Context: an optimization exercise on an open-source flow, tuned for small area, a short achievable clock period and few clock cycles per item. The choices shown serve that exercise and are no tape-out recipe. Only simulation tests tie the RTL to the original design; equivalence was not proved.

[design.v]
package mfrs_pkg;
	localparam int WINDOW      = 5;
	localparam int SAMPLE_BITS = 10;
	localparam int REG_W       = 11;
	localparam int VAL_W       = 12;
	localparam int SLOT_W = (WINDOW > 1) ? $clog2(WINDOW) : 1;
	localparam int CNT_W  = $clog2(WINDOW + 1);
	localparam int MEDIAN_RANK = WINDOW / 2;
	localparam int CMP_W    = (SAMPLE_BITS > REG_W) ? SAMPLE_BITS : REG_W;
	localparam int PROD_W   = SAMPLE_BITS + REG_W;
	localparam int DIV_W    = PROD_W + (PROD_W % 2);
	localparam int DIV_STEPS = DIV_W / 2;
	localparam int STEP_W   = $clog2(DIV_STEPS);
	localparam int VAL_MAX_I = 2 ** (VAL_W - 1) - 1;
	localparam int VAL_MIN_MAG = 2 ** (VAL_W - 1);
	localparam int QUEUE_DEPTH = 2;
	localparam int QPTR_W = $clog2(QUEUE_DEPTH);
	localparam int QCNT_W = $clog2(QUEUE_DEPTH + 1);
	localparam int APB_DATA_W = 32;
	localparam int APB_ADDR_W = 5;
	localparam int REG_IDX_W  = 3;
	localparam logic [REG_IDX_W-1:0] REG_INPUT_LOW     = 3'd0;
	localparam logic [REG_IDX_W-1:0] REG_INPUT_HIGH    = 3'd1;
	localparam logic [REG_IDX_W-1:0] REG_OUTPUT_LOW    = 3'd2;
	localparam logic [REG_IDX_W-1:0] REG_OUTPUT_HIGH   = 3'd3;
	localparam logic [REG_IDX_W-1:0] REG_INVERT_ENABLE = 3'd4;
	localparam logic [REG_IDX_W-1:0] REG_DIGITAL_MODE  = 3'd5;
	localparam logic [REG_W-1:0] RST_INPUT_LOW   = 11'd0;
	localparam logic [REG_W-1:0] RST_INPUT_HIGH  = 11'd1024;
	localparam logic [REG_W-1:0] RST_OUTPUT_LOW  = 11'd0;
	localparam logic [REG_W-1:0] RST_OUTPUT_HIGH = 11'd127;
	typedef struct packed {
		logic [REG_W-1:0] input_low;
		logic [REG_W-1:0] input_high;
		logic [REG_W-1:0] output_low;
		logic [REG_W-1:0] output_high;
		logic             invert_enable;
		logic             digital_mode;
	} mfrs_cfg_t;
	localparam logic [1:0] F_IDLE = 2'd0;
	localparam logic [1:0] F_RANK = 2'd1;
	localparam logic [1:0] F_PUSH = 2'd2;
	localparam logic [2:0] B_IDLE = 3'd0;
	localparam logic [2:0] B_MUL  = 3'd1;
	localparam logic [2:0] B_DIV  = 3'd2;
	localparam logic [2:0] B_FIX  = 3'd3;
	localparam logic [2:0] B_OUT  = 3'd4;
endpackage
module mfrs_mul
(
	input  logic [9:0] d,
	input  logic [31:0] k,
	output logic [10:0] ta,
	output logic [10:0] tb,
	output logic        tc,
	output logic        frac
);
	logic [9:0][31:0] pp;
	always_comb begin
		for (int i = 0; i < 10; i++)
			pp[i] = k & {32{d[i]}};
	end
	logic w1;
	logic w2;
	logic w3;
	logic w4;
	logic w5;
	logic w6;
	logic w7;
	logic w8;
	logic w9;
	logic w10;
	logic w11;
	logic w12;
	logic w13;
	logic w14;
	logic w15;
	logic w16;
	logic w17;
	logic w18;
	logic w19;
	logic w20;
	logic w21;
	logic w22;
	logic w23;
	logic w24;
	logic w25;
	logic w26;
	logic w27;
	logic w28;
	logic w29;
	logic w30;
	logic w31;
	logic w32;
	logic w33;
	logic w34;
	logic w35;
	logic w36;
	logic w37;
	logic w38;
	logic w39;
	logic w40;
	logic w41;
	logic w42;
	logic w43;
	logic w44;
	logic w45;
	logic w46;
	logic w47;
	logic w48;
	logic w49;
	logic w50;
	logic w51;
	logic w52;
	logic w53;
	logic w54;
	logic w55;
	logic w56;
	logic w57;
	logic w58;
	logic w59;
	logic w60;
	logic w61;
	logic w62;
	logic w63;
	logic w64;
	logic w65;
	logic w66;
	logic w67;
	logic w68;
	logic w69;
	logic w70;
	logic w71;
	logic w72;
	logic w73;
	logic w74;
	logic w75;
	logic w76;
	logic w77;
	logic w78;
	logic w79;
	logic w80;
	logic w81;
	logic w82;
	logic w83;
	logic w84;
	logic w85;
	logic w86;
	logic w87;
	logic w88;
	logic w89;
	logic w90;
	logic w91;
	logic w92;
	logic w93;
	logic w94;
	logic w95;
	logic w96;
	logic w97;
	logic w98;
	logic w99;
	logic w100;
	logic w101;
	logic w102;
	logic w103;
	logic w104;
	logic w105;
	logic w106;
	logic w107;
	logic w108;
	logic w109;
	logic w110;
	logic w111;
	logic w112;
	logic w113;
	logic w114;
	logic w115;
	logic w116;
	logic w117;
	logic w118;
	logic w119;
	logic w120;
	logic w121;
	logic w122;
	logic w123;
	logic w124;
	logic w125;
	logic w126;
	logic w127;
	logic w128;
	logic w129;
	logic w130;
	logic w131;
	logic w132;
	logic w133;
	logic w134;
	logic w135;
	logic w136;
	logic w137;
	logic w138;
	logic w139;
	logic w140;
	logic w141;
	logic w142;
	logic w143;
	logic w144;
	logic w145;
	logic w146;
	logic w147;
	logic w148;
	logic w149;
	logic w150;
	logic w151;
	logic w152;
	logic w153;
	logic w154;
	logic w155;
	logic w156;
	logic w157;
	logic w158;
	logic w159;
	logic w160;
	logic w161;
	logic w162;
	logic w163;
	logic w164;
	logic w165;
	logic w166;
	logic w167;
	logic w168;
	logic w169;
	logic w170;
	logic w171;
	logic w172;
	logic w173;
	logic w174;
	logic w175;
	logic w176;
	logic w177;
	logic w178;
	logic w179;
	logic w180;
	logic w181;
	logic w182;
	logic w183;
	logic w184;
	logic w185;
	logic w186;
	logic w187;
	logic w188;
	logic w189;
	logic w190;
	logic w191;
	logic w192;
	logic w193;
	logic w194;
	logic w195;
	logic w196;
	logic w197;
	logic w198;
	logic w199;
	logic w200;
	logic w201;
	logic w202;
	logic w203;
	logic w204;
	logic w205;
	logic w206;
	logic w207;
	logic w208;
	logic w209;
	logic w210;
	logic w211;
	logic w212;
	logic w213;
	logic w214;
	logic w215;
	logic w216;
	logic w217;
	logic w218;
	logic w219;
	logic w220;
	logic w221;
	logic w222;
	logic w223;
	logic w224;
	logic w225;
	logic w226;
	logic w227;
	logic w228;
	logic w229;
	logic w230;
	logic w231;
	logic w232;
	logic w233;
	logic w234;
	logic w235;
	logic w236;
	logic w237;
	logic w238;
	logic w239;
	logic w240;
	logic w241;
	logic w242;
	logic w243;
	logic w244;
	logic w245;
	logic w246;
	logic w247;
	logic w248;
	logic w249;
	logic w250;
	logic w251;
	logic w252;
	logic w253;
	logic w254;
	logic w255;
	logic w256;
	logic w257;
	logic w258;
	logic w259;
	logic w260;
	logic w261;
	logic w262;
	logic w263;
	logic w264;
	logic w265;
	logic w266;
	logic w267;
	logic w268;
	logic w269;
	logic w270;
	logic w271;
	logic w272;
	logic w273;
	logic w274;
	logic w275;
	logic w276;
	logic w277;
	logic w278;
	logic w279;
	logic w280;
	logic w281;
	logic w282;
	logic w283;
	logic w284;
	logic w285;
	logic w286;
	logic w287;
	logic w288;
	logic w289;
	logic w290;
	logic w291;
	logic w292;
	logic w293;
	logic w294;
	logic w295;
	logic w296;
	logic w297;
	logic w298;
	logic w299;
	logic w300;
	logic w301;
	logic w302;
	logic w303;
	logic w304;
	logic w305;
	logic w306;
	logic w307;
	logic w308;
	logic w309;
	logic w310;
	logic w311;
	logic w312;
	logic w313;
	logic w314;
	logic w315;
	logic w316;
	logic w317;
	logic w318;
	logic w319;
	logic w320;
	logic w321;
	logic w322;
	logic w323;
	logic w324;
	logic w325;
	logic w326;
	logic w327;
	logic w328;
	logic w329;
	logic w330;
	logic w331;
	logic w332;
	logic w333;
	logic w334;
	logic w335;
	logic w336;
	logic w337;
	logic w338;
	logic w339;
	logic w340;
	logic w341;
	logic w342;
	logic w343;
	logic w344;
	logic w345;
	logic w346;
	logic w347;
	logic w348;
	logic w349;
	logic w350;
	logic w351;
	logic w352;
	logic w353;
	logic w354;
	logic w355;
	logic w356;
	logic w357;
	logic w358;
	logic w359;
	logic w360;
	logic w361;
	logic w362;
	logic w363;
	logic w364;
	logic w365;
	logic w366;
	logic w367;
	logic w368;
	logic w369;
	logic w370;
	logic w371;
	logic w372;
	logic w373;
	logic w374;
	logic w375;
	logic w376;
	logic w377;
	logic w378;
	logic w379;
	logic w380;
	logic w381;
	logic w382;
	logic w383;
	logic w384;
	logic w385;
	logic w386;
	logic w387;
	logic w388;
	logic w389;
	logic w390;
	logic w391;
	logic w392;
	logic w393;
	logic w394;
	logic w395;
	logic w396;
	logic w397;
	logic w398;
	logic w399;
	logic w400;
	logic w401;
	logic w402;
	logic w403;
	logic w404;
	logic w405;
	logic w406;
	logic w407;
	logic w408;
	logic w409;
	logic w410;
	logic w411;
	logic w412;
	logic w413;
	logic w414;
	logic w415;
	logic w416;
	logic w417;
	logic w418;
	logic w419;
	logic w420;
	logic w421;
	logic w422;
	logic w423;
	logic w424;
	assign w1 = pp[0][9] ^ pp[1][8];
	assign w2 = pp[0][9] & pp[1][8];
	assign w3 = pp[0][10] ^ pp[1][9] ^ pp[2][8];
	assign w4 = (pp[0][10] & pp[1][9]) | (pp[0][10] & pp[2][8]) | (pp[1][9] & pp[2][8]);
	assign w5 = pp[0][11] ^ pp[1][10] ^ pp[2][9];
	assign w6 = (pp[0][11] & pp[1][10]) | (pp[0][11] & pp[2][9]) | (pp[1][10] & pp[2][9]);
	assign w7 = pp[0][12] ^ pp[1][11] ^ pp[2][10];
	assign w8 = (pp[0][12] & pp[1][11]) | (pp[0][12] & pp[2][10]) | (pp[1][11] & pp[2][10]);
	assign w9 = pp[0][13] ^ pp[1][12] ^ pp[2][11];
	assign w10 = (pp[0][13] & pp[1][12]) | (pp[0][13] & pp[2][11]) | (pp[1][12] & pp[2][11]);
	assign w11 = pp[0][14] ^ pp[1][13] ^ pp[2][12];
	assign w12 = (pp[0][14] & pp[1][13]) | (pp[0][14] & pp[2][12]) | (pp[1][13] & pp[2][12]);
	assign w13 = pp[0][15] ^ pp[1][14] ^ pp[2][13];
	assign w14 = (pp[0][15] & pp[1][14]) | (pp[0][15] & pp[2][13]) | (pp[1][14] & pp[2][13]);
	assign w15 = pp[0][16] ^ pp[1][15] ^ pp[2][14];
	assign w16 = (pp[0][16] & pp[1][15]) | (pp[0][16] & pp[2][14]) | (pp[1][15] & pp[2][14]);
	assign w17 = pp[0][17] ^ pp[1][16] ^ pp[2][15];
	assign w18 = (pp[0][17] & pp[1][16]) | (pp[0][17] & pp[2][15]) | (pp[1][16] & pp[2][15]);
	assign w19 = pp[0][18] ^ pp[1][17] ^ pp[2][16];
	assign w20 = (pp[0][18] & pp[1][17]) | (pp[0][18] & pp[2][16]) | (pp[1][17] & pp[2][16]);
	assign w21 = pp[0][19] ^ pp[1][18] ^ pp[2][17];
	assign w22 = (pp[0][19] & pp[1][18]) | (pp[0][19] & pp[2][17]) | (pp[1][18] & pp[2][17]);
	assign w23 = pp[0][20] ^ pp[1][19] ^ pp[2][18];
	assign w24 = (pp[0][20] & pp[1][19]) | (pp[0][20] & pp[2][18]) | (pp[1][19] & pp[2][18]);
	assign w25 = pp[0][21] ^ pp[1][20] ^ pp[2][19];
	assign w26 = (pp[0][21] & pp[1][20]) | (pp[0][21] & pp[2][19]) | (pp[1][20] & pp[2][19]);
	assign w27 = pp[0][22] ^ pp[1][21] ^ pp[2][20];
	assign w28 = (pp[0][22] & pp[1][21]) | (pp[0][22] & pp[2][20]) | (pp[1][21] & pp[2][20]);
	assign w29 = pp[0][23] ^ pp[1][22] ^ pp[2][21];
	assign w30 = (pp[0][23] & pp[1][22]) | (pp[0][23] & pp[2][21]) | (pp[1][22] & pp[2][21]);
	assign w31 = pp[0][24] ^ pp[1][23] ^ pp[2][22];
	assign w32 = (pp[0][24] & pp[1][23]) | (pp[0][24] & pp[2][22]) | (pp[1][23] & pp[2][22]);
	assign w33 = pp[0][25] ^ pp[1][24] ^ pp[2][23];
	assign w34 = (pp[0][25] & pp[1][24]) | (pp[0][25] & pp[2][23]) | (pp[1][24] & pp[2][23]);
	assign w35 = pp[0][26] ^ pp[1][25] ^ pp[2][24];
	assign w36 = (pp[0][26] & pp[1][25]) | (pp[0][26] & pp[2][24]) | (pp[1][25] & pp[2][24]);
	assign w37 = pp[0][27] ^ pp[1][26] ^ pp[2][25];
	assign w38 = (pp[0][27] & pp[1][26]) | (pp[0][27] & pp[2][25]) | (pp[1][26] & pp[2][25]);
	assign w39 = pp[0][28] ^ pp[1][27] ^ pp[2][26];
	assign w40 = (pp[0][28] & pp[1][27]) | (pp[0][28] & pp[2][26]) | (pp[1][27] & pp[2][26]);
	assign w41 = pp[0][29] ^ pp[1][28] ^ pp[2][27];
	assign w42 = (pp[0][29] & pp[1][28]) | (pp[0][29] & pp[2][27]) | (pp[1][28] & pp[2][27]);
	assign w43 = pp[0][30] ^ pp[1][29] ^ pp[2][28];
	assign w44 = (pp[0][30] & pp[1][29]) | (pp[0][30] & pp[2][28]) | (pp[1][29] & pp[2][28]);
	assign w45 = pp[0][31] ^ pp[1][30] ^ pp[2][29];
	assign w46 = (pp[0][31] & pp[1][30]) | (pp[0][31] & pp[2][29]) | (pp[1][30] & pp[2][29]);
	assign w47 = pp[0][6] ^ pp[1][5];
	assign w48 = pp[0][6] & pp[1][5];
	assign w49 = pp[0][7] ^ pp[1][6] ^ pp[2][5];
	assign w50 = (pp[0][7] & pp[1][6]) | (pp[0][7] & pp[2][5]) | (pp[1][6] & pp[2][5]);
	assign w51 = pp[3][4] ^ pp[4][3];
	assign w52 = pp[3][4] & pp[4][3];
	assign w53 = pp[0][8] ^ pp[1][7] ^ pp[2][6];
	assign w54 = (pp[0][8] & pp[1][7]) | (pp[0][8] & pp[2][6]) | (pp[1][7] & pp[2][6]);
	assign w55 = pp[3][5] ^ pp[4][4] ^ pp[5][3];
	assign w56 = (pp[3][5] & pp[4][4]) | (pp[3][5] & pp[5][3]) | (pp[4][4] & pp[5][3]);
	assign w57 = pp[6][2] ^ pp[7][1];
	assign w58 = pp[6][2] & pp[7][1];
	assign w59 = w1 ^ pp[2][7] ^ pp[3][6];
	assign w60 = (w1 & pp[2][7]) | (w1 & pp[3][6]) | (pp[2][7] & pp[3][6]);
	assign w61 = pp[4][5] ^ pp[5][4] ^ pp[6][3];
	assign w62 = (pp[4][5] & pp[5][4]) | (pp[4][5] & pp[6][3]) | (pp[5][4] & pp[6][3]);
	assign w63 = pp[7][2] ^ pp[8][1] ^ pp[9][0];
	assign w64 = (pp[7][2] & pp[8][1]) | (pp[7][2] & pp[9][0]) | (pp[8][1] & pp[9][0]);
	assign w65 = w2 ^ w3 ^ pp[3][7];
	assign w66 = (w2 & w3) | (w2 & pp[3][7]) | (w3 & pp[3][7]);
	assign w67 = pp[4][6] ^ pp[5][5] ^ pp[6][4];
	assign w68 = (pp[4][6] & pp[5][5]) | (pp[4][6] & pp[6][4]) | (pp[5][5] & pp[6][4]);
	assign w69 = pp[7][3] ^ pp[8][2] ^ pp[9][1];
	assign w70 = (pp[7][3] & pp[8][2]) | (pp[7][3] & pp[9][1]) | (pp[8][2] & pp[9][1]);
	assign w71 = w4 ^ w5 ^ pp[3][8];
	assign w72 = (w4 & w5) | (w4 & pp[3][8]) | (w5 & pp[3][8]);
	assign w73 = pp[4][7] ^ pp[5][6] ^ pp[6][5];
	assign w74 = (pp[4][7] & pp[5][6]) | (pp[4][7] & pp[6][5]) | (pp[5][6] & pp[6][5]);
	assign w75 = pp[7][4] ^ pp[8][3] ^ pp[9][2];
	assign w76 = (pp[7][4] & pp[8][3]) | (pp[7][4] & pp[9][2]) | (pp[8][3] & pp[9][2]);
	assign w77 = w6 ^ w7 ^ pp[3][9];
	assign w78 = (w6 & w7) | (w6 & pp[3][9]) | (w7 & pp[3][9]);
	assign w79 = pp[4][8] ^ pp[5][7] ^ pp[6][6];
	assign w80 = (pp[4][8] & pp[5][7]) | (pp[4][8] & pp[6][6]) | (pp[5][7] & pp[6][6]);
	assign w81 = pp[7][5] ^ pp[8][4] ^ pp[9][3];
	assign w82 = (pp[7][5] & pp[8][4]) | (pp[7][5] & pp[9][3]) | (pp[8][4] & pp[9][3]);
	assign w83 = w8 ^ w9 ^ pp[3][10];
	assign w84 = (w8 & w9) | (w8 & pp[3][10]) | (w9 & pp[3][10]);
	assign w85 = pp[4][9] ^ pp[5][8] ^ pp[6][7];
	assign w86 = (pp[4][9] & pp[5][8]) | (pp[4][9] & pp[6][7]) | (pp[5][8] & pp[6][7]);
	assign w87 = pp[7][6] ^ pp[8][5] ^ pp[9][4];
	assign w88 = (pp[7][6] & pp[8][5]) | (pp[7][6] & pp[9][4]) | (pp[8][5] & pp[9][4]);
	assign w89 = w10 ^ w11 ^ pp[3][11];
	assign w90 = (w10 & w11) | (w10 & pp[3][11]) | (w11 & pp[3][11]);
	assign w91 = pp[4][10] ^ pp[5][9] ^ pp[6][8];
	assign w92 = (pp[4][10] & pp[5][9]) | (pp[4][10] & pp[6][8]) | (pp[5][9] & pp[6][8]);
	assign w93 = pp[7][7] ^ pp[8][6] ^ pp[9][5];
	assign w94 = (pp[7][7] & pp[8][6]) | (pp[7][7] & pp[9][5]) | (pp[8][6] & pp[9][5]);
	assign w95 = w12 ^ w13 ^ pp[3][12];
	assign w96 = (w12 & w13) | (w12 & pp[3][12]) | (w13 & pp[3][12]);
	assign w97 = pp[4][11] ^ pp[5][10] ^ pp[6][9];
	assign w98 = (pp[4][11] & pp[5][10]) | (pp[4][11] & pp[6][9]) | (pp[5][10] & pp[6][9]);
	assign w99 = pp[7][8] ^ pp[8][7] ^ pp[9][6];
	assign w100 = (pp[7][8] & pp[8][7]) | (pp[7][8] & pp[9][6]) | (pp[8][7] & pp[9][6]);
	assign w101 = w14 ^ w15 ^ pp[3][13];
	assign w102 = (w14 & w15) | (w14 & pp[3][13]) | (w15 & pp[3][13]);
	assign w103 = pp[4][12] ^ pp[5][11] ^ pp[6][10];
	assign w104 = (pp[4][12] & pp[5][11]) | (pp[4][12] & pp[6][10]) | (pp[5][11] & pp[6][10]);
	assign w105 = pp[7][9] ^ pp[8][8] ^ pp[9][7];
	assign w106 = (pp[7][9] & pp[8][8]) | (pp[7][9] & pp[9][7]) | (pp[8][8] & pp[9][7]);
	assign w107 = w16 ^ w17 ^ pp[3][14];
	assign w108 = (w16 & w17) | (w16 & pp[3][14]) | (w17 & pp[3][14]);
	assign w109 = pp[4][13] ^ pp[5][12] ^ pp[6][11];
	assign w110 = (pp[4][13] & pp[5][12]) | (pp[4][13] & pp[6][11]) | (pp[5][12] & pp[6][11]);
	assign w111 = pp[7][10] ^ pp[8][9] ^ pp[9][8];
	assign w112 = (pp[7][10] & pp[8][9]) | (pp[7][10] & pp[9][8]) | (pp[8][9] & pp[9][8]);
	assign w113 = w18 ^ w19 ^ pp[3][15];
	assign w114 = (w18 & w19) | (w18 & pp[3][15]) | (w19 & pp[3][15]);
	assign w115 = pp[4][14] ^ pp[5][13] ^ pp[6][12];
	assign w116 = (pp[4][14] & pp[5][13]) | (pp[4][14] & pp[6][12]) | (pp[5][13] & pp[6][12]);
	assign w117 = pp[7][11] ^ pp[8][10] ^ pp[9][9];
	assign w118 = (pp[7][11] & pp[8][10]) | (pp[7][11] & pp[9][9]) | (pp[8][10] & pp[9][9]);
	assign w119 = w20 ^ w21 ^ pp[3][16];
	assign w120 = (w20 & w21) | (w20 & pp[3][16]) | (w21 & pp[3][16]);
	assign w121 = pp[4][15] ^ pp[5][14] ^ pp[6][13];
	assign w122 = (pp[4][15] & pp[5][14]) | (pp[4][15] & pp[6][13]) | (pp[5][14] & pp[6][13]);
	assign w123 = pp[7][12] ^ pp[8][11] ^ pp[9][10];
	assign w124 = (pp[7][12] & pp[8][11]) | (pp[7][12] & pp[9][10]) | (pp[8][11] & pp[9][10]);
	assign w125 = w22 ^ w23 ^ pp[3][17];
	assign w126 = (w22 & w23) | (w22 & pp[3][17]) | (w23 & pp[3][17]);
	assign w127 = pp[4][16] ^ pp[5][15] ^ pp[6][14];
	assign w128 = (pp[4][16] & pp[5][15]) | (pp[4][16] & pp[6][14]) | (pp[5][15] & pp[6][14]);
	assign w129 = pp[7][13] ^ pp[8][12] ^ pp[9][11];
	assign w130 = (pp[7][13] & pp[8][12]) | (pp[7][13] & pp[9][11]) | (pp[8][12] & pp[9][11]);
	assign w131 = w24 ^ w25 ^ pp[3][18];
	assign w132 = (w24 & w25) | (w24 & pp[3][18]) | (w25 & pp[3][18]);
	assign w133 = pp[4][17] ^ pp[5][16] ^ pp[6][15];
	assign w134 = (pp[4][17] & pp[5][16]) | (pp[4][17] & pp[6][15]) | (pp[5][16] & pp[6][15]);
	assign w135 = pp[7][14] ^ pp[8][13] ^ pp[9][12];
	assign w136 = (pp[7][14] & pp[8][13]) | (pp[7][14] & pp[9][12]) | (pp[8][13] & pp[9][12]);
	assign w137 = w26 ^ w27 ^ pp[3][19];
	assign w138 = (w26 & w27) | (w26 & pp[3][19]) | (w27 & pp[3][19]);
	assign w139 = pp[4][18] ^ pp[5][17] ^ pp[6][16];
	assign w140 = (pp[4][18] & pp[5][17]) | (pp[4][18] & pp[6][16]) | (pp[5][17] & pp[6][16]);
	assign w141 = pp[7][15] ^ pp[8][14] ^ pp[9][13];
	assign w142 = (pp[7][15] & pp[8][14]) | (pp[7][15] & pp[9][13]) | (pp[8][14] & pp[9][13]);
	assign w143 = w28 ^ w29 ^ pp[3][20];
	assign w144 = (w28 & w29) | (w28 & pp[3][20]) | (w29 & pp[3][20]);
	assign w145 = pp[4][19] ^ pp[5][18] ^ pp[6][17];
	assign w146 = (pp[4][19] & pp[5][18]) | (pp[4][19] & pp[6][17]) | (pp[5][18] & pp[6][17]);
	assign w147 = pp[7][16] ^ pp[8][15] ^ pp[9][14];
	assign w148 = (pp[7][16] & pp[8][15]) | (pp[7][16] & pp[9][14]) | (pp[8][15] & pp[9][14]);
	assign w149 = w30 ^ w31 ^ pp[3][21];
	assign w150 = (w30 & w31) | (w30 & pp[3][21]) | (w31 & pp[3][21]);
	assign w151 = pp[4][20] ^ pp[5][19] ^ pp[6][18];
	assign w152 = (pp[4][20] & pp[5][19]) | (pp[4][20] & pp[6][18]) | (pp[5][19] & pp[6][18]);
	assign w153 = pp[7][17] ^ pp[8][16] ^ pp[9][15];
	assign w154 = (pp[7][17] & pp[8][16]) | (pp[7][17] & pp[9][15]) | (pp[8][16] & pp[9][15]);
	assign w155 = w32 ^ w33 ^ pp[3][22];
	assign w156 = (w32 & w33) | (w32 & pp[3][22]) | (w33 & pp[3][22]);
	assign w157 = pp[4][21] ^ pp[5][20] ^ pp[6][19];
	assign w158 = (pp[4][21] & pp[5][20]) | (pp[4][21] & pp[6][19]) | (pp[5][20] & pp[6][19]);
	assign w159 = pp[7][18] ^ pp[8][17] ^ pp[9][16];
	assign w160 = (pp[7][18] & pp[8][17]) | (pp[7][18] & pp[9][16]) | (pp[8][17] & pp[9][16]);
	assign w161 = w34 ^ w35 ^ pp[3][23];
	assign w162 = (w34 & w35) | (w34 & pp[3][23]) | (w35 & pp[3][23]);
	assign w163 = pp[4][22] ^ pp[5][21] ^ pp[6][20];
	assign w164 = (pp[4][22] & pp[5][21]) | (pp[4][22] & pp[6][20]) | (pp[5][21] & pp[6][20]);
	assign w165 = pp[7][19] ^ pp[8][18] ^ pp[9][17];
	assign w166 = (pp[7][19] & pp[8][18]) | (pp[7][19] & pp[9][17]) | (pp[8][18] & pp[9][17]);
	assign w167 = w36 ^ w37 ^ pp[3][24];
	assign w168 = (w36 & w37) | (w36 & pp[3][24]) | (w37 & pp[3][24]);
	assign w169 = pp[4][23] ^ pp[5][22] ^ pp[6][21];
	assign w170 = (pp[4][23] & pp[5][22]) | (pp[4][23] & pp[6][21]) | (pp[5][22] & pp[6][21]);
	assign w171 = pp[7][20] ^ pp[8][19] ^ pp[9][18];
	assign w172 = (pp[7][20] & pp[8][19]) | (pp[7][20] & pp[9][18]) | (pp[8][19] & pp[9][18]);
	assign w173 = w38 ^ w39 ^ pp[3][25];
	assign w174 = (w38 & w39) | (w38 & pp[3][25]) | (w39 & pp[3][25]);
	assign w175 = pp[4][24] ^ pp[5][23] ^ pp[6][22];
	assign w176 = (pp[4][24] & pp[5][23]) | (pp[4][24] & pp[6][22]) | (pp[5][23] & pp[6][22]);
	assign w177 = pp[7][21] ^ pp[8][20] ^ pp[9][19];
	assign w178 = (pp[7][21] & pp[8][20]) | (pp[7][21] & pp[9][19]) | (pp[8][20] & pp[9][19]);
	assign w179 = w40 ^ w41 ^ pp[3][26];
	assign w180 = (w40 & w41) | (w40 & pp[3][26]) | (w41 & pp[3][26]);
	assign w181 = pp[4][25] ^ pp[5][24] ^ pp[6][23];
	assign w182 = (pp[4][25] & pp[5][24]) | (pp[4][25] & pp[6][23]) | (pp[5][24] & pp[6][23]);
	assign w183 = pp[7][22] ^ pp[8][21] ^ pp[9][20];
	assign w184 = (pp[7][22] & pp[8][21]) | (pp[7][22] & pp[9][20]) | (pp[8][21] & pp[9][20]);
	assign w185 = w42 ^ w43 ^ pp[3][27];
	assign w186 = (w42 & w43) | (w42 & pp[3][27]) | (w43 & pp[3][27]);
	assign w187 = pp[4][26] ^ pp[5][25] ^ pp[6][24];
	assign w188 = (pp[4][26] & pp[5][25]) | (pp[4][26] & pp[6][24]) | (pp[5][25] & pp[6][24]);
	assign w189 = pp[7][23] ^ pp[8][22] ^ pp[9][21];
	assign w190 = (pp[7][23] & pp[8][22]) | (pp[7][23] & pp[9][21]) | (pp[8][22] & pp[9][21]);
	assign w191 = w44 ^ w45 ^ pp[3][28];
	assign w192 = (w44 & w45) | (w44 & pp[3][28]) | (w45 & pp[3][28]);
	assign w193 = pp[4][27] ^ pp[5][26] ^ pp[6][25];
	assign w194 = (pp[4][27] & pp[5][26]) | (pp[4][27] & pp[6][25]) | (pp[5][26] & pp[6][25]);
	assign w195 = pp[7][24] ^ pp[8][23] ^ pp[9][22];
	assign w196 = (pp[7][24] & pp[8][23]) | (pp[7][24] & pp[9][22]) | (pp[8][23] & pp[9][22]);
	assign w197 = pp[0][4] ^ pp[1][3];
	assign w198 = pp[0][4] & pp[1][3];
	assign w199 = pp[0][5] ^ pp[1][4] ^ pp[2][3];
	assign w200 = (pp[0][5] & pp[1][4]) | (pp[0][5] & pp[2][3]) | (pp[1][4] & pp[2][3]);
	assign w201 = pp[3][2] ^ pp[4][1];
	assign w202 = pp[3][2] & pp[4][1];
	assign w203 = w47 ^ pp[2][4] ^ pp[3][3];
	assign w204 = (w47 & pp[2][4]) | (w47 & pp[3][3]) | (pp[2][4] & pp[3][3]);
	assign w205 = pp[4][2] ^ pp[5][1] ^ pp[6][0];
	assign w206 = (pp[4][2] & pp[5][1]) | (pp[4][2] & pp[6][0]) | (pp[5][1] & pp[6][0]);
	assign w207 = w48 ^ w49 ^ w51;
	assign w208 = (w48 & w49) | (w48 & w51) | (w49 & w51);
	assign w209 = pp[5][2] ^ pp[6][1] ^ pp[7][0];
	assign w210 = (pp[5][2] & pp[6][1]) | (pp[5][2] & pp[7][0]) | (pp[6][1] & pp[7][0]);
	assign w211 = w50 ^ w52 ^ w53;
	assign w212 = (w50 & w52) | (w50 & w53) | (w52 & w53);
	assign w213 = w55 ^ w57 ^ pp[8][0];
	assign w214 = (w55 & w57) | (w55 & pp[8][0]) | (w57 & pp[8][0]);
	assign w215 = w54 ^ w56 ^ w58;
	assign w216 = (w54 & w56) | (w54 & w58) | (w56 & w58);
	assign w217 = w59 ^ w61 ^ w63;
	assign w218 = (w59 & w61) | (w59 & w63) | (w61 & w63);
	assign w219 = w60 ^ w62 ^ w64;
	assign w220 = (w60 & w62) | (w60 & w64) | (w62 & w64);
	assign w221 = w65 ^ w67 ^ w69;
	assign w222 = (w65 & w67) | (w65 & w69) | (w67 & w69);
	assign w223 = w66 ^ w68 ^ w70;
	assign w224 = (w66 & w68) | (w66 & w70) | (w68 & w70);
	assign w225 = w71 ^ w73 ^ w75;
	assign w226 = (w71 & w73) | (w71 & w75) | (w73 & w75);
	assign w227 = w72 ^ w74 ^ w76;
	assign w228 = (w72 & w74) | (w72 & w76) | (w74 & w76);
	assign w229 = w77 ^ w79 ^ w81;
	assign w230 = (w77 & w79) | (w77 & w81) | (w79 & w81);
	assign w231 = w78 ^ w80 ^ w82;
	assign w232 = (w78 & w80) | (w78 & w82) | (w80 & w82);
	assign w233 = w83 ^ w85 ^ w87;
	assign w234 = (w83 & w85) | (w83 & w87) | (w85 & w87);
	assign w235 = w84 ^ w86 ^ w88;
	assign w236 = (w84 & w86) | (w84 & w88) | (w86 & w88);
	assign w237 = w89 ^ w91 ^ w93;
	assign w238 = (w89 & w91) | (w89 & w93) | (w91 & w93);
	assign w239 = w90 ^ w92 ^ w94;
	assign w240 = (w90 & w92) | (w90 & w94) | (w92 & w94);
	assign w241 = w95 ^ w97 ^ w99;
	assign w242 = (w95 & w97) | (w95 & w99) | (w97 & w99);
	assign w243 = w96 ^ w98 ^ w100;
	assign w244 = (w96 & w98) | (w96 & w100) | (w98 & w100);
	assign w245 = w101 ^ w103 ^ w105;
	assign w246 = (w101 & w103) | (w101 & w105) | (w103 & w105);
	assign w247 = w102 ^ w104 ^ w106;
	assign w248 = (w102 & w104) | (w102 & w106) | (w104 & w106);
	assign w249 = w107 ^ w109 ^ w111;
	assign w250 = (w107 & w109) | (w107 & w111) | (w109 & w111);
	assign w251 = w108 ^ w110 ^ w112;
	assign w252 = (w108 & w110) | (w108 & w112) | (w110 & w112);
	assign w253 = w113 ^ w115 ^ w117;
	assign w254 = (w113 & w115) | (w113 & w117) | (w115 & w117);
	assign w255 = w114 ^ w116 ^ w118;
	assign w256 = (w114 & w116) | (w114 & w118) | (w116 & w118);
	assign w257 = w119 ^ w121 ^ w123;
	assign w258 = (w119 & w121) | (w119 & w123) | (w121 & w123);
	assign w259 = w120 ^ w122 ^ w124;
	assign w260 = (w120 & w122) | (w120 & w124) | (w122 & w124);
	assign w261 = w125 ^ w127 ^ w129;
	assign w262 = (w125 & w127) | (w125 & w129) | (w127 & w129);
	assign w263 = w126 ^ w128 ^ w130;
	assign w264 = (w126 & w128) | (w126 & w130) | (w128 & w130);
	assign w265 = w131 ^ w133 ^ w135;
	assign w266 = (w131 & w133) | (w131 & w135) | (w133 & w135);
	assign w267 = w132 ^ w134 ^ w136;
	assign w268 = (w132 & w134) | (w132 & w136) | (w134 & w136);
	assign w269 = w137 ^ w139 ^ w141;
	assign w270 = (w137 & w139) | (w137 & w141) | (w139 & w141);
	assign w271 = w138 ^ w140 ^ w142;
	assign w272 = (w138 & w140) | (w138 & w142) | (w140 & w142);
	assign w273 = w143 ^ w145 ^ w147;
	assign w274 = (w143 & w145) | (w143 & w147) | (w145 & w147);
	assign w275 = w144 ^ w146 ^ w148;
	assign w276 = (w144 & w146) | (w144 & w148) | (w146 & w148);
	assign w277 = w149 ^ w151 ^ w153;
	assign w278 = (w149 & w151) | (w149 & w153) | (w151 & w153);
	assign w279 = w150 ^ w152 ^ w154;
	assign w280 = (w150 & w152) | (w150 & w154) | (w152 & w154);
	assign w281 = w155 ^ w157 ^ w159;
	assign w282 = (w155 & w157) | (w155 & w159) | (w157 & w159);
	assign w283 = w156 ^ w158 ^ w160;
	assign w284 = (w156 & w158) | (w156 & w160) | (w158 & w160);
	assign w285 = w161 ^ w163 ^ w165;
	assign w286 = (w161 & w163) | (w161 & w165) | (w163 & w165);
	assign w287 = w162 ^ w164 ^ w166;
	assign w288 = (w162 & w164) | (w162 & w166) | (w164 & w166);
	assign w289 = w167 ^ w169 ^ w171;
	assign w290 = (w167 & w169) | (w167 & w171) | (w169 & w171);
	assign w291 = w168 ^ w170 ^ w172;
	assign w292 = (w168 & w170) | (w168 & w172) | (w170 & w172);
	assign w293 = w173 ^ w175 ^ w177;
	assign w294 = (w173 & w175) | (w173 & w177) | (w175 & w177);
	assign w295 = w174 ^ w176 ^ w178;
	assign w296 = (w174 & w176) | (w174 & w178) | (w176 & w178);
	assign w297 = w179 ^ w181 ^ w183;
	assign w298 = (w179 & w181) | (w179 & w183) | (w181 & w183);
	assign w299 = w180 ^ w182 ^ w184;
	assign w300 = (w180 & w182) | (w180 & w184) | (w182 & w184);
	assign w301 = w185 ^ w187 ^ w189;
	assign w302 = (w185 & w187) | (w185 & w189) | (w187 & w189);
	assign w303 = w186 ^ w188 ^ w190;
	assign w304 = (w186 & w188) | (w186 & w190) | (w188 & w190);
	assign w305 = w191 ^ w193 ^ w195;
	assign w306 = (w191 & w193) | (w191 & w195) | (w193 & w195);
	assign w307 = pp[0][3] ^ pp[1][2];
	assign w308 = pp[0][3] & pp[1][2];
	assign w309 = w197 ^ pp[2][2] ^ pp[3][1];
	assign w310 = (w197 & pp[2][2]) | (w197 & pp[3][1]) | (pp[2][2] & pp[3][1]);
	assign w311 = w198 ^ w199 ^ w201;
	assign w312 = (w198 & w199) | (w198 & w201) | (w199 & w201);
	assign w313 = w200 ^ w202 ^ w203;
	assign w314 = (w200 & w202) | (w200 & w203) | (w202 & w203);
	assign w315 = w204 ^ w206 ^ w207;
	assign w316 = (w204 & w206) | (w204 & w207) | (w206 & w207);
	assign w317 = w208 ^ w210 ^ w211;
	assign w318 = (w208 & w210) | (w208 & w211) | (w210 & w211);
	assign w319 = w212 ^ w214 ^ w215;
	assign w320 = (w212 & w214) | (w212 & w215) | (w214 & w215);
	assign w321 = w216 ^ w218 ^ w219;
	assign w322 = (w216 & w218) | (w216 & w219) | (w218 & w219);
	assign w323 = w220 ^ w222 ^ w223;
	assign w324 = (w220 & w222) | (w220 & w223) | (w222 & w223);
	assign w325 = w224 ^ w226 ^ w227;
	assign w326 = (w224 & w226) | (w224 & w227) | (w226 & w227);
	assign w327 = w228 ^ w230 ^ w231;
	assign w328 = (w228 & w230) | (w228 & w231) | (w230 & w231);
	assign w329 = w232 ^ w234 ^ w235;
	assign w330 = (w232 & w234) | (w232 & w235) | (w234 & w235);
	assign w331 = w236 ^ w238 ^ w239;
	assign w332 = (w236 & w238) | (w236 & w239) | (w238 & w239);
	assign w333 = w240 ^ w242 ^ w243;
	assign w334 = (w240 & w242) | (w240 & w243) | (w242 & w243);
	assign w335 = w244 ^ w246 ^ w247;
	assign w336 = (w244 & w246) | (w244 & w247) | (w246 & w247);
	assign w337 = w248 ^ w250 ^ w251;
	assign w338 = (w248 & w250) | (w248 & w251) | (w250 & w251);
	assign w339 = w252 ^ w254 ^ w255;
	assign w340 = (w252 & w254) | (w252 & w255) | (w254 & w255);
	assign w341 = w256 ^ w258 ^ w259;
	assign w342 = (w256 & w258) | (w256 & w259) | (w258 & w259);
	assign w343 = w260 ^ w262 ^ w263;
	assign w344 = (w260 & w262) | (w260 & w263) | (w262 & w263);
	assign w345 = w264 ^ w266 ^ w267;
	assign w346 = (w264 & w266) | (w264 & w267) | (w266 & w267);
	assign w347 = w268 ^ w270 ^ w271;
	assign w348 = (w268 & w270) | (w268 & w271) | (w270 & w271);
	assign w349 = w272 ^ w274 ^ w275;
	assign w350 = (w272 & w274) | (w272 & w275) | (w274 & w275);
	assign w351 = w276 ^ w278 ^ w279;
	assign w352 = (w276 & w278) | (w276 & w279) | (w278 & w279);
	assign w353 = w280 ^ w282 ^ w283;
	assign w354 = (w280 & w282) | (w280 & w283) | (w282 & w283);
	assign w355 = w284 ^ w286 ^ w287;
	assign w356 = (w284 & w286) | (w284 & w287) | (w286 & w287);
	assign w357 = w288 ^ w290 ^ w291;
	assign w358 = (w288 & w290) | (w288 & w291) | (w290 & w291);
	assign w359 = w292 ^ w294 ^ w295;
	assign w360 = (w292 & w294) | (w292 & w295) | (w294 & w295);
	assign w361 = w296 ^ w298 ^ w299;
	assign w362 = (w296 & w298) | (w296 & w299) | (w298 & w299);
	assign w363 = w300 ^ w302 ^ w303;
	assign w364 = (w300 & w302) | (w300 & w303) | (w302 & w303);
	assign w365 = pp[0][2] ^ pp[1][1];
	assign w366 = pp[0][2] & pp[1][1];
	assign w367 = w307 ^ pp[2][1] ^ pp[3][0];
	assign w368 = (w307 & pp[2][1]) | (w307 & pp[3][0]) | (pp[2][1] & pp[3][0]);
	assign w369 = w308 ^ w309 ^ pp[4][0];
	assign w370 = (w308 & w309) | (w308 & pp[4][0]) | (w309 & pp[4][0]);
	assign w371 = w310 ^ w311 ^ pp[5][0];
	assign w372 = (w310 & w311) | (w310 & pp[5][0]) | (w311 & pp[5][0]);
	assign w373 = w312 ^ w313 ^ w205;
	assign w374 = (w312 & w313) | (w312 & w205) | (w313 & w205);
	assign w375 = w314 ^ w315 ^ w209;
	assign w376 = (w314 & w315) | (w314 & w209) | (w315 & w209);
	assign w377 = w316 ^ w317 ^ w213;
	assign w378 = (w316 & w317) | (w316 & w213) | (w317 & w213);
	assign w379 = w318 ^ w319 ^ w217;
	assign w380 = (w318 & w319) | (w318 & w217) | (w319 & w217);
	assign w381 = w320 ^ w321 ^ w221;
	assign w382 = (w320 & w321) | (w320 & w221) | (w321 & w221);
	assign w383 = w322 ^ w323 ^ w225;
	assign w384 = (w322 & w323) | (w322 & w225) | (w323 & w225);
	assign w385 = w324 ^ w325 ^ w229;
	assign w386 = (w324 & w325) | (w324 & w229) | (w325 & w229);
	assign w387 = w326 ^ w327 ^ w233;
	assign w388 = (w326 & w327) | (w326 & w233) | (w327 & w233);
	assign w389 = w328 ^ w329 ^ w237;
	assign w390 = (w328 & w329) | (w328 & w237) | (w329 & w237);
	assign w391 = w330 ^ w331 ^ w241;
	assign w392 = (w330 & w331) | (w330 & w241) | (w331 & w241);
	assign w393 = w332 ^ w333 ^ w245;
	assign w394 = (w332 & w333) | (w332 & w245) | (w333 & w245);
	assign w395 = w334 ^ w335 ^ w249;
	assign w396 = (w334 & w335) | (w334 & w249) | (w335 & w249);
	assign w397 = w336 ^ w337 ^ w253;
	assign w398 = (w336 & w337) | (w336 & w253) | (w337 & w253);
	assign w399 = w338 ^ w339 ^ w257;
	assign w400 = (w338 & w339) | (w338 & w257) | (w339 & w257);
	assign w401 = w340 ^ w341 ^ w261;
	assign w402 = (w340 & w341) | (w340 & w261) | (w341 & w261);
	assign w403 = w342 ^ w343 ^ w265;
	assign w404 = (w342 & w343) | (w342 & w265) | (w343 & w265);
	assign w405 = w344 ^ w345 ^ w269;
	assign w406 = (w344 & w345) | (w344 & w269) | (w345 & w269);
	assign w407 = w346 ^ w347 ^ w273;
	assign w408 = (w346 & w347) | (w346 & w273) | (w347 & w273);
	assign w409 = w348 ^ w349 ^ w277;
	assign w410 = (w348 & w349) | (w348 & w277) | (w349 & w277);
	assign w411 = w350 ^ w351 ^ w281;
	assign w412 = (w350 & w351) | (w350 & w281) | (w351 & w281);
	assign w413 = w352 ^ w353 ^ w285;
	assign w414 = (w352 & w353) | (w352 & w285) | (w353 & w285);
	assign w415 = w354 ^ w355 ^ w289;
	assign w416 = (w354 & w355) | (w354 & w289) | (w355 & w289);
	assign w417 = w356 ^ w357 ^ w293;
	assign w418 = (w356 & w357) | (w356 & w293) | (w357 & w293);
	assign w419 = w358 ^ w359 ^ w297;
	assign w420 = (w358 & w359) | (w358 & w297) | (w359 & w297);
	assign w421 = w360 ^ w361 ^ w301;
	assign w422 = (w360 & w361) | (w360 & w301) | (w361 & w301);
	assign w423 = w362 ^ w363 ^ w305;
	assign w424 = (w362 & w363) | (w362 & w305) | (w363 & w305);
	logic [31:0] ra, rb;
	assign ra = {w422, w420, w418, w416, w414, w412, w410, w408, w406, w404, w402, w400, w398, w396, w394, w392, w390, w388, w386, w384, w382, w380, w378, w376, w374, w372, w370, w368, w366, w365, pp[0][1], pp[0][0]};
	assign rb = {w423, w421, w419, w417, w415, w413, w411, w409, w407, w405, w403, w401, w399, w397, w395, w393, w391, w389, w387, w385, w383, w381, w379, w377, w375, w373, w371, w369, w367, pp[2][0], pp[1][0], 1'b0};
	logic [21:0] lo_sum;
	logic [20:0] lo_x, lo_o;
	assign lo_sum = {1'b0, ra[20:0]} + {1'b0, rb[20:0]};
	assign lo_x   = ra[20:0] ^ rb[20:0];
	assign lo_o   = {ra[19:0] | rb[19:0], 1'b0};
	assign frac   = (lo_x != lo_o);
	assign ta     = ra[31:21];
	assign tb     = rb[31:21];
	assign tc     = lo_sum[21];
endmodule
import mfrs_pkg::*;
module median_filter_range_scaler
(
	input  logic                  clk,
	input  logic                  arst_n,
	input  logic                  sample_valid,
	output logic                  sample_ready,
	input  logic [SAMPLE_BITS-1:0] sample,
	output logic                  result_valid,
	input  logic                  result_ready,
	output logic [SAMPLE_BITS-1:0] result_filtered,
	output logic signed [VAL_W-1:0] result_value,
	output logic                  result_valid_res,
	input  logic                  psel,
	input  logic                  penable,
	input  logic                  pwrite,
	input  logic [APB_ADDR_W-1:0] paddr,
	input  logic [APB_DATA_W-1:0] pwdata,
	output logic [APB_DATA_W-1:0] prdata,
	output logic                  pready
);
	localparam int KSTEPS = 2;
	localparam int KXW    = 32;
	localparam int KCYC   = KXW / KSTEPS;
	mfrs_pkg::mfrs_cfg_t cfg_q;
	logic [REG_IDX_W-1:0] reg_idx;
	logic                 cfg_wr;
	assign pready  = 1'b1;
	assign reg_idx = paddr[APB_ADDR_W-1:2];
	assign cfg_wr  = psel && penable && pwrite;
	always_comb begin
		unique case (reg_idx)
			REG_INPUT_LOW:     prdata = APB_DATA_W'(cfg_q.input_low);
			REG_INPUT_HIGH:    prdata = APB_DATA_W'(cfg_q.input_high);
			REG_OUTPUT_LOW:    prdata = APB_DATA_W'(cfg_q.output_low);
			REG_OUTPUT_HIGH:   prdata = APB_DATA_W'(cfg_q.output_high);
			REG_INVERT_ENABLE: prdata = APB_DATA_W'(cfg_q.invert_enable);
			REG_DIGITAL_MODE:  prdata = APB_DATA_W'(cfg_q.digital_mode);
			default:           prdata = '0;
		endcase
	end
	always_ff @(posedge clk or negedge arst_n) begin
		if (!arst_n) begin
			cfg_q.input_low     <= RST_INPUT_LOW;
			cfg_q.input_high    <= RST_INPUT_HIGH;
			cfg_q.output_low    <= RST_OUTPUT_LOW;
			cfg_q.output_high   <= RST_OUTPUT_HIGH;
			cfg_q.invert_enable <= 1'b0;
			cfg_q.digital_mode  <= 1'b0;
		end else if (cfg_wr) begin
			unique case (reg_idx)
				REG_INPUT_LOW:     cfg_q.input_low     <= pwdata[REG_W-1:0];
				REG_INPUT_HIGH:    cfg_q.input_high    <= pwdata[REG_W-1:0];
				REG_OUTPUT_LOW:    cfg_q.output_low    <= pwdata[REG_W-1:0];
				REG_OUTPUT_HIGH:   cfg_q.output_high   <= pwdata[REG_W-1:0];
				REG_INVERT_ENABLE: cfg_q.invert_enable <= pwdata[0];
				REG_DIGITAL_MODE:  cfg_q.digital_mode  <= pwdata[0];
				default: ;
			endcase
		end
	end
	logic [REG_W-1:0] den_q;     
	logic             neg_q;     
	logic             szero_q;   
	logic [REG_W:0]   out_span;
	assign out_span = {1'b0, cfg_q.output_high} - {1'b0, cfg_q.output_low};
	always_ff @(posedge clk) begin
		den_q   <= cfg_q.input_high - cfg_q.input_low;
		neg_q   <= out_span[REG_W];
		szero_q <= (cfg_q.input_high == cfg_q.input_low);
	end
	logic en;
	logic out_valid_q;
	logic kbusy_q;
	logic kready;
	assign en           = !out_valid_q || result_ready;
	assign sample_ready = en && kready;
	logic take;
	assign take = sample_valid && sample_ready;
	logic [REG_W-1:0] kr_q;
	logic [KXW-1:0]   kx_q;
	logic [4:0]       kcnt_q;
	logic             kpend_q;
	logic             kwr;
	logic [REG_W-1:0] kr_n;
	logic [KXW-1:0]   kx_n;
	logic [REG_W-1:0] kmag, kdm1;
	assign kwr = cfg_wr && !reg_idx[2];
	assign kready = !kbusy_q || (!kpend_q && (kcnt_q >= 5'(KCYC - 2)));
	always_comb begin
		kmag = out_span[REG_W] ? REG_W'(-out_span) : out_span[REG_W-1:0];
		kdm1 = cfg_q.input_high - cfg_q.input_low - 1'b1;
	end
	always_comb begin
		logic [REG_W:0]   t;
		logic [REG_W+1:0] dif;
		kr_n = kr_q;
		kx_n = kx_q;
		for (int k = 0; k < KSTEPS; k++) begin
			t    = {kr_n, kx_n[KXW-1]};
			dif  = {1'b0, t} - {2'b00, den_q};
			kx_n = {kx_n[KXW-2:0], !dif[REG_W+1]};
			kr_n = dif[REG_W+1] ? t[REG_W-1:0] : dif[REG_W-1:0];
		end
	end
	always_ff @(posedge clk or negedge arst_n) begin
		if (!arst_n) begin
			kpend_q <= 1'b1;
			kbusy_q <= 1'b1;
			kcnt_q  <= '0;
		end else begin
			kpend_q <= kwr;
			if (kwr) begin
				kbusy_q <= 1'b1;
				kcnt_q  <= '0;
			end else if (kbusy_q && !kpend_q) begin
				kcnt_q <= kcnt_q + 1'b1;
				if (kcnt_q == 5'(KCYC - 1)) kbusy_q <= 1'b0;
			end
		end
	end
	always_ff @(posedge clk) begin
		if (kpend_q) begin
			kr_q <= '0;
			kx_q <= {kmag, 10'b0, out_span[REG_W] ? REG_W'(0) : kdm1};
		end else if (kbusy_q) begin
			kr_q <= kr_n;
			kx_q <= kx_n;
		end
	end
	logic [4:0][SAMPLE_BITS-1:0] win_q;
	logic [4:0][4:0]             ord_q;
	logic [3:0]                  le;      
	always_comb begin
		for (int j = 0; j < 4; j++)
			le[j] = (sample <= win_q[j]);
	end
	always_ff @(posedge clk or negedge arst_n) begin
		if (!arst_n) begin
			win_q <= '0;
			ord_q <= '1;
		end else if (take) begin
			win_q <= {win_q[3:0], sample};
			for (int i = 0; i < 4; i++)
				for (int j = i + 1; j < 4; j++)
					ord_q[i + 1][j + 1] <= ord_q[i][j];
			for (int j = 0; j < 4; j++)
				ord_q[0][j + 1] <= le[j];
		end
	end
	logic v1_q;
	always_ff @(posedge clk or negedge arst_n) begin
		if (!arst_n) v1_q <= 1'b0;
		else if (en) v1_q <= take;
	end
	logic [4:0]             pick;
	logic [SAMPLE_BITS-1:0] med1;
	function automatic logic two_of_four(input logic [3:0] b);
		two_of_four = ((3'(b[0]) + 3'(b[1]) + 3'(b[2]) + 3'(b[3])) == 3'd2);
	endfunction
	always_comb begin
		logic [3:0] bef;
		for (int i = 0; i < 5; i++) begin
			for (int j = 0; j < 4; j++) begin
				if (j < i) bef[j] = ord_q[j][i];
				else       bef[j] = !ord_q[i][j + 1];
			end
			pick[i] = two_of_four(bef);
		end
		med1 = '0;
		for (int i = 0; i < 5; i++)
			med1 = med1 | (win_q[i] & {SAMPLE_BITS{pick[i]}});
	end
	logic                   va_q;
	logic                   inra_q;
	logic [SAMPLE_BITS-1:0] meda_q;
	logic [SAMPLE_BITS-1:0] offa_q;
	always_ff @(posedge clk or negedge arst_n) begin
		if (!arst_n) va_q <= 1'b0;
		else if (en) va_q <= v1_q;
	end
	always_ff @(posedge clk) begin
		if (en) begin
			inra_q <= ({1'b0, med1} >= cfg_q.input_low) && ({1'b0, med1} <= cfg_q.input_high) && !szero_q;
			meda_q <= med1;
			offa_q <= med1 - SAMPLE_BITS'(cfg_q.input_low);
		end
	end
	logic [REG_W-1:0] ta2, tb2;
	logic             tc2, frac2;
	mfrs_mul u_mul (
		.d    (offa_q),
		.k    (kx_q),
		.ta   (ta2),
		.tb   (tb2),
		.tc   (tc2),
		.frac (frac2)
	);
	logic                   pv;
	logic                   inrp_q;
	logic [SAMPLE_BITS-1:0] medp_q;
	logic [REG_W-1:0]       tap_q, tbp_q;
	logic                   tcp_q, fracp_q;
	always_ff @(posedge clk or negedge arst_n) begin
		if (!arst_n) pv <= 1'b0;
		else if (en) pv <= va_q;
	end
	always_ff @(posedge clk) begin
		if (en) begin
			inrp_q  <= inra_q;
			medp_q  <= meda_q;
			tap_q   <= ta2;
			tbp_q   <= tb2;
			tcp_q   <= tc2;
			fracp_q <= frac2;
		end
	end
	logic                    scl;
	logic [SAMPLE_BITS-1:0]  medf;
	logic [REG_W-1:0]        quo;
	logic                    rnz;
	logic [VAL_W:0]          xa, xb, xs, zs;
	logic                    xc;
	logic signed [VAL_W-1:0] fval;
	logic                    fvres;
	always_comb begin
		scl  = inrp_q;
		medf = medp_q;
		quo  = tap_q + tbp_q + REG_W'(tcp_q);
		rnz  = fracp_q;
		xa   = (neg_q && !cfg_q.invert_enable) ? ~{2'b00, quo} : {2'b00, quo};
		xb   = !cfg_q.invert_enable ? '0 :
		       neg_q ? {2'b00, cfg_q.output_high} : ~{2'b00, cfg_q.output_high};
		xc   = neg_q ? (cfg_q.invert_enable ? rnz : !rnz) : cfg_q.invert_enable;
		xs   = xa + xb + (VAL_W + 1)'(xc);
		zs   = {2'b00, cfg_q.output_high} - {2'b00, quo};
		if (cfg_q.digital_mode) begin
			fval  = (medf != '0) ? VAL_W'(1) : VAL_W'(-1);
			fvres = 1'b1;
		end else if (scl) begin
			if (!cfg_q.invert_enable)
				fval = xs[VAL_W-1:0];
			else if (!neg_q)
				fval = xs[VAL_W] ? zs[VAL_W-1:0] : xs[VAL_W-1:0];
			else
				fval = (xs[VAL_W] || xs[VAL_W-1]) ? VAL_W'(VAL_MAX_I) : xs[VAL_W-1:0];
			fvres = 1'b1;
		end else begin
			fval  = VAL_W'(-1);
			fvres = 1'b0;
		end
	end
	logic [SAMPLE_BITS-1:0]  out_filt_q;
	logic signed [VAL_W-1:0] out_value_q;
	logic                    out_vres_q;
	always_ff @(posedge clk or negedge arst_n) begin
		if (!arst_n) out_valid_q <= 1'b0;
		else if (en) out_valid_q <= pv;
	end
	always_ff @(posedge clk) begin
		if (en) begin
			out_filt_q  <= medf;
			out_value_q <= fval;
			out_vres_q  <= fvres;
		end
	end
	assign result_valid     = out_valid_q;
	assign result_filtered  = out_filt_q;
	assign result_value     = out_value_q;
	assign result_valid_res = out_vres_q;
endmodule
[run.sh]
#!/bin/bash
# synth_recipe.tcl (not shown) runs the flow's synth.tcl, then flattens the netlist and writes it again
# the make line also repeats each setting of config.mk as NAME=value (left out here)
make -C /OpenROAD-flow-scripts/flow DESIGN_CONFIG=/design/flow/config.mk WORK_HOME=/design/flow/orfs CLKGATE_MAP_FILE= SYNTH_SCRIPT=/design/flow/synth_recipe.tcl finish
[config.mk]
export PLATFORM = sky130hd
export DESIGN_NAME = median_filter_range_scaler
export DESIGN_NICKNAME = median_filter_range_scaler
export VERILOG_FILES = /design/flow/design.v
export SDC_FILE = /design/flow/constraint.sdc
export NUM_CORES = 4
export LEC_CHECK = 0
export CAP_MARGIN = 20
export CORE_MARGIN = 2
export CORE_UTILIZATION = 40
export PLACE_DENSITY = 0.6
export SETUP_SLACK_MARGIN = 3.0
export SLEW_MARGIN = 20
[constraint.sdc]
create_clock -name core_clock -period 7.5 [get_ports {clk}]
set_input_delay 1.5000 -clock core_clock [delete_from_list [all_inputs] [get_ports {clk}]]
set_output_delay 1.5000 -clock core_clock [all_outputs]
set_load 0.01 [all_outputs]
==> impl_metrics.csv <==
group,metric,value,unit
grt,grt_max_degree,109,
clock_tree,cts.reportedPaths.clkPinSlew,0.07,ns
finish,fin_area,27230,um^2
worst_setup_path,slowest_delay,0.64,ns
logic_synthesis,ys.flop_type,"edfxtp_1",
die,core_area,57700,um^2
drt,vias,17383,
clock_tree,clock_path_buffers,3,
worst_setup_path,critical_path_class,"register to register",
logic_synthesis,synth_area,23350,um^2
finish,drive_gt1_share,15.31,%
drt,drc,0,
worst_setup_path,crit_buf_inv,2,
worst_setup_path,path_common_cell,"fa_1",
drt,routed_wl,59.69,mm
drt,post_drt_wl_per_cell,18.09,um
finish,num_antenna_cells,0,
die,rows,88,
logic_synthesis,ys_ff_latch,252,
drt,drt_pass1_iterations,5,
sta,drv_slew,0,
worst_setup_path,cp_max_fo,5,
sta,finalSetupTns,0,ns
worst_setup_path,crit_family,"adder cells",
worst_hold_path,min-delay-start,"meda_q[5]$_DFFE_PP_",
logic_synthesis,syn_area_per_cell,9.682,um^2
die,die_h,245.6,um
placement,dpl_cell_area,24740,um^2
grt,grt_use_total,19.77,%
die,io_pins,112,
flow_run,cap_violations,0,
sta,tightest_slew,0.9490,ns
worst_setup_path,r2r-start,"offa_q[1]$_DFFE_PP_",
logic_synthesis,yosys_warnings,2,
worst_hold_path,min_path_type,"register to register",
clock_tree,cts_tree,"yes",
die,die_x,245.6,um
grt,overflow,0,
sta,hold_violations,0,
sta,max_freq,202.0,MHz
grt,met1_usage,25.41,%
logic_synthesis,async_flop_share,46.43,%
placement,portBuffers,66,
clock_tree,h-tree-depth,1,
sta,setup_violations,0,
clock_tree,numCtsBuffers,30,
sta,slew_headroom,36.74,%
logic_synthesis,synth_cell_types,82,
grt,grt_pass1_vias,18010,
logic_synthesis,syn_inst,2412,
grt,met2_usage,34.60,%
drt,detail_route.iter0.violations,962,
grt,grt_pass1_wl,95.52,mm
worst_setup_path,worst_setup_path_start_kind,"register",
sta,fin_skew,0.05835,ns
worst_setup_path,crit_path_top_delay_cell,"fa_2",
placement,gp_congestion,0.8754,
finish,area_delta_synth_final,16.62,%
finish,num-nets-final,2972,
sta,rsz0062_at_grt,"yes",
logic_synthesis,ys_seq_area_share,28.55,%
grt,antenna_found_initial,2,
placement,dpl.hpwl,42.36,mm
drt,drtAntennaViolNets,0,
clock_tree,clock-sinks,252,
die,start_util,40.48,%
clock_tree,cts_root_buf,"clkbuf_16",
clock_tree,worstSkewPairLatency,0.62,ns
outcome,outcome,"timing/DRC/antenna clean",
sta,fin_crit,4.950,ns
worst_setup_path,arrival,5.25,ns
grt,grt.busiest_layer,"met2",
worst_setup_path,cp.required,7.80,ns
logic_synthesis,synth_enable_flop_cells,101,
worst_hold_path,worstHoldPathCells,0,
worst_setup_path,end_kind,"register",
worst_setup_path,r2r_slack,2.55,ns
worst_setup_path,path_cells,"buf_12 -> and2_1 -> fa_2 -> fa_1 -> inv_1 -> fa_1 -> fa_1 -> fa_2 -> ha_4 -> and3_4 -> nand3_2 -> nor2_2 -> a2111oi_4 -> o311ai_2 -> a221o_1",
worst_hold_path,hold_end,"medp_q[5]$_DFFE_PP_",
grt,grt_use_met3,2.750,%
drt,viasPerCell,5.269,
die,die_area,60330,um^2
worst_setup_path,reg2reg_depth,15,
sta,post-route-period-util,66.00,%
worst_setup_path,regToRegEndpoint,"tcp_q$_DFFE_PP_",
## layout by cell type (no fill, tap or decap), types with 10 or more instances in the layout
cell / instances
a21o_1: 37
a21oi_1: 47
a21oi_2: 10
a22o_1: 11
a22oi_1: 21
a31oi_1: 18
and2_1: 170
buf_4: 74
buf_6: 13
clkbuf_16: 30
clkdlybuf4s50_1: 60
conb_1: 22
dfrtp_1: 96
dfstp_2: 20
dfxtp_1: 33
edfxtp_1: 101
fa_1: 193
fa_2: 18
ha_1: 174
ha_4: 18
inv_1: 345
inv_2: 11
mux2_2: 47
mux2i_1: 16
mux4_2: 11
nand2_1: 232
nand2b_1: 15
nand3_1: 25
nand4_1: 19
nor2_1: 104
nor2b_1: 31
nor3_1: 21
o21a_1: 18
o21ai_0: 99
xnor2_1: 87
xor2_1: 45
## routing by layer
layer	routed length, um	vias up
li1	-	8099
met1	25650	8761
met2	29600	415
met3	2583	104
met4	1835	4
met5	28	-
## registers in the layout, summed over array words and instances, names as in the netlist, 5 cells and up
| register | flops |
|---|---|
| kcnt_q | 5 |
| den_q | 11 |
| kr_q | 11 |
| offa_q | 10 |
| medp_q | 10 |
| cfg_q | 46 |
| meda_q | 10 |
| tap_q | 11 |
| win_q | 50 |
| tbp_q | 11 |
| out_filt_q | 10 |
| kx_q | 32 |
| out_value_q | 12 |
| ord_q | 10 |
## cell type report
class,count,area [um^2]
Fill cell,5483,30460
Clock buffer,31,754.5
Sequential cell,252,6671
Multi-Input combinational cell,1708,15690
Tap cell,765,957.2
Clock inverter,25,249.0
Inverter,358,1350
Timing Repair Buffer,160,1563
## synthesized netlist by cell type, drive strengths merged (33+ instances only)
cell | count | share of area, %
a21o | 38 | 1.2
a21oi | 57 | 1.2
and2 | 180 | 4.8
buf | 35 | 0.98
clkbuf | 80 | 1.3
dfrtp | 97 | 10
dfxtp | 34 | 2.9
edfxtp | 101 | 13
fa | 211 | 18
ha | 197 | 11
inv | 358 | 5.8
mux2 | 53 | 2.6
nand2 | 234 | 3.8
nor2 | 106 | 1.7
nor2b | 33 | 0.88
o21ai | 117 | 2.5
xnor2 | 91 | 3.4
xor2 | 46 | 1.7
## through the flow
step / util [%] / instances / worst slack, ns / hold WS, ns
global route: 47.20 / 3299 / 2.413 / 0.4271
detailed placement: 42.88 / 3167 / 1.974 / 0.4075
CTS: 46.56 / 3282 / 2.479 / 0.4218
finish: 47.20 / 3299 / 2.550 / 0.4204
floorplan: - / 2432 / 2.969 / 0.4003
global placement: 42.88 / 3167 / 1.979 / 0.4049
## how the worst max path moves through the flow
stage / startpoint / end / slack, ns / cells after the start
3_5_place_dp: paddr[2] / prdata[7] / 1.97 / 4
2_1_floorplan: offa_q[0]$_DFFE_PP_ / tcp_q$_DFFE_PP_ / 2.97 / 14
3_3_place_gp: paddr[2] / prdata[9] / 1.98 / 4
4_1_cts: offa_q[1]$_DFFE_PP_ / tcp_q$_DFFE_PP_ / 2.48 / 15
6_report: offa_q[1]$_DFFE_PP_ / tcp_q$_DFFE_PP_ / 2.55 / 15
5_1_grt: offa_q[1]$_DFFE_PP_ / tcp_q$_DFFE_PP_ / 2.41 / 15
## cells by family (layout without fill, tap and decap cells)
logic type,Yosys count,in the layout,share of synthesized area [%]
flip-flops,252,252,28.55
multiplexers,81,81,4.345
AO/OA/AOI/OAI,371,371,10.38
AND/OR/NAND/NOR,686,687,14.69
adder cells (fa/ha/maj),408,408,28.64
other,2,22,0.03216
XOR/XNOR,139,139,5.342
buffers and inverters,473,574,8.015
## what timing repair did
item / 4_1_cts / 5_1_grt
resized for setup: 150 / 53
setup endpoints to repair: 42 / 34
cloned: 3 / 0
pin swaps: 77 / 51
hold buffers: 0 / 0
setup buffers: 56 / 17
Testbench counts, summed over its fixed seeds: cycles 4,224, items 3,840.

==> port drivers added, routing unchanged <==
No port has a modelled driver above. Below, the same layout with a new extraction and two added sets of constraints.
Step 1 (the two cells are an assumption about what drives the block):
set clk [get_ports {clk}]
set_driving_cell -lib_cell sky130_fd_sc_hd__clkbuf_16 $clk
set_driving_cell -lib_cell sky130_fd_sc_hd__buf_2 [delete_from_list [all_inputs] $clk]
Step 2 moves the port delays by t, midway between the first and last clock arrival at a register: inputs arrive t later, outputs are due t later. That takes back most of the time a late clock gives input paths.
a / b / c = ideal ports / drivers / drivers and shift; a / b = the first two.
t, ns: 0.641
slack for setup (ns): 2.550 / 2.550 / 2.550
worst setup path at the end: register to register
After both steps this run still meets setup and hold. For this run, drivers alone change the setup slack by 0.000 ns; drivers and shift together by 0.000 ns.
